From an optimization exercise on the open Yosys and OpenROAD flow, aimed at small area, a short achievable clock period and few clock cycles; shortcuts taken in it are not production practice. Where RTL was checked, it was by simulation tests only, not by an equivalence proof against the original. Power and IR drop assume default switching activity.

## approx_mac_top
module approx_mac_top (
    input  wire                         clk,
    input  wire                         arst_n,
    input  wire [33:0]                  cmd,     
    input  wire                         cmd_valid,
    output logic                        cmd_ready,
    output logic [151:0]                result,  
    output logic                        result_valid,
    input  wire                         result_ready
);
Settings: LEC_CHECK=0, CAP_MARGIN=20, CORE_MARGIN=2, CORE_UTILIZATION=60, CTS_BUF_LIST=sky130_fd_sc_hd__clkbuf_8, CTS_CLUSTER_DIAMETER=60, CTS_CLUSTER_SIZE=16, SETUP_SLACK_MARGIN=5, SLEW_MARGIN=20, SYNTH_HIERARCHICAL=1; clock period 9.0 ns.
standard.sh (not shown) runs the stock make flow with config.mk's settings and CLKGATE_MAP_FILE= SYNTH_SCRIPT=/design/flow/synth_recipe.tcl, a recipe that flattens the netlist after the stock synthesis.
==> flow/flow/run.sh <==
#!/bin/bash
# The standard layout (the standard.sh, all ORFS steps unchanged), except that the
# port buffers buffer_ports inserts are sky130_fd_sc_hd__buf_1 cells instead of the
# delay buffers it picks by default. Every input and output port still gets a buffer.
set -euo pipefail
export BUFFER_PORTS_ARGS="-buffer_cell sky130_fd_sc_hd__buf_1"
bash standard.sh > standard_flow.log 2>&1
Testbench counts at the start, summed over its fixed seeds: cycles 8,168.
Change:
--- a/flow/config.mk
+++ b/flow/config.mk
@@ -14 +14 @@
-export SETUP_SLACK_MARGIN = 5
+export SETUP_SLACK_MARGIN = 4.7
The new run finished with timing, DRC and antenna clean.
Fmax is lower by 4.7%.
Setup slack gets worse by 0.19 ns.
Area after synthesis is unchanged.
Synthesized cell count is unchanged.
Design area is lower by 3.3%.
Utilization is lower by 2.3 points.


approx_mac_top, a different RTL version from the one above (not shown whole).
Size in the first run: roughly 2400 cells after synthesis, roughly 260 flip-flops, roughly 23000 um2 of cells after synthesis.
// approx_mac_top
module approx_mac_top (
    input  wire                         clk,
    input  wire                         arst_n,
    input  wire [33:0]                  cmd,     
    input  wire                         cmd_valid,
    output logic                        cmd_ready,
    output logic [151:0]                result,  
    output logic                        result_valid,
    input  wire                         result_ready
);
    mac_op_pkg::mac_cmd_t         cmd_s;
    mac_data_pkg::mac_result_t    result_s;
    logic [1:0]                   a_op;
    logic [16-1:0]       a_q;
    logic [16-1:0]       b_q;
    logic                         b_clr;
    logic                         b_apx;
    logic                         b_exa;
    logic [39:0]                  ps;
    logic [39:0]                  pc;
    logic [20:0]                  es;
    logic [20:0]                  ec;
    logic [39:0]                  ps_q;
    logic [39:0]                  pc_q;
    logic [20:0]                  d_q;
    logic signed [40-1:0] acc;
    logic [48-1:0]        err_sum;
    logic [32-1:0]       err_max;
    logic [32-1:0]       approx_cnt;
    assign cmd_s  = cmd;
    assign result = result_s;
    mac_ctrl mac_ctrl_i (
        .clk          (clk),
        .arst_n       (arst_n),
        .cmd_valid    (cmd_valid),
        .cmd_op       (cmd_s.op),
        .cmd_ready    (cmd_ready),
        .a_op         (a_op),
        .b_clr        (b_clr),
        .b_apx        (b_apx),
        .b_exa        (b_exa),
        .result_valid (result_valid),
        .result_ready (result_ready)
    );
    always_ff @(posedge clk) begin
        if (cmd_ready) begin
            a_q <= cmd_s.a;
            b_q <= cmd_s.b;
        end
    end
    approx_mul_33 approx_mul_33_i (
        .x  (a_q),
        .y  (b_q),
        .ex (a_op == 2'b10),
        .ps (ps),
        .pc (pc),
        .es (es),
        .ec (ec)
    );
    always_ff @(posedge clk) begin
  ...
clock: 9.0 ns
lec_check: 0
cap_margin: 20
core_margin: 2
core_utilization: 40
cts_buf_list: sky130_fd_sc_hd__clkbuf_4 sky130_fd_sc_hd__clkbuf_8
setup_slack_margin: 5
slew_margin: 20
run.sh (not shown) runs the stock make flow with config.mk's settings and CLKGATE_MAP_FILE= SYNTH_SCRIPT=/design/flow/synth_recipe.tcl, a recipe that flattens the netlist after the stock synthesis.
Stock flow here: none of the scripts above is used.
Edit:
--- a/flow/config.mk
+++ b/flow/config.mk
@@ -9,5 +9,3 @@
 export CORE_MARGIN = 2
 export CORE_UTILIZATION = 40
-export CTS_BUF_LIST = sky130_fd_sc_hd__clkbuf_4 sky130_fd_sc_hd__clkbuf_8
-export SETUP_SLACK_MARGIN = 5
 export SLEW_MARGIN = 20
After rerunning: Setup slack is worse by 0.69 ns; power went down by a few percent; routed wire length drops by a few percent; cell count shrinks by a few percent; area after synthesis stays the same; final area decreases by a few percent; first-iteration DRC count falls by about a fifth; die area stays the same; via count falls by a few percent; clock-buffer cell count goes down by 30.
Edit:
--- a/flow/config.mk
+++ b/flow/config.mk
@@ -9,3 +9,4 @@
 export CORE_MARGIN = 2
 export CORE_UTILIZATION = 40
+export SETUP_SLACK_MARGIN = 5
 export SLEW_MARGIN = 20
Outcome: The new run ran to the end with no violations. Clock skew went down by 0.0064 ns. Core utilization rises by 3.4 points. Worst setup slack is better by 0.70 ns. Wire length went up by about 3.4%. Die area is unchanged. Clock power is higher by about 4%. Register-to-register slack gets better by 0.70 ns. Cell area climbs by about 7%. Clock-buffer cell count rose by 5.
No run of this note included a check of the RTL's function; only the layout flow was run.

[port drivers added, routing unchanged]
The flow's constraints put no driver on any port. The routed layouts listed below were extracted and timed again, unchanged, in two steps.
Step 1 assumes that a clkbuf_16 drives the clock port and a buf_2 every other input.
Step 2 adds t to the input delays and takes it off the output delays; t is the mean of the earliest and latest rising clock arrival at the registers after step 1. Input paths then give back, and output paths get back, about the clock's delay inside the block.
Slacks: no drivers / after step 1 / after step 2; pairs: no drivers / after step 1.
run | shift t [ns] | slack for setup (ns) | worst hold slack (ns)
the first run of note 1 | 0.700 | 5.051 / 5.051 / 5.051 | 0.518 / 0.518 / 0.518
the second run of note 1 | 0.676 | 4.857 / 4.857 / 4.857 | 0.492 / 0.492 / 0.492
the first run of note 2 | 0.697 | 4.615 / 4.615 / 4.615 | 0.513 / 0.513 / 0.513
the second run of note 2 | 0.665 | 3.926 / 3.926 / 3.926 | 0.522 / 0.522 / 0.522
the third run of note 2 | 0.597 | 4.630 / 4.630 / 4.630 | 0.517 / 0.517 / 0.517
After both steps every run listed still meets setup and hold.
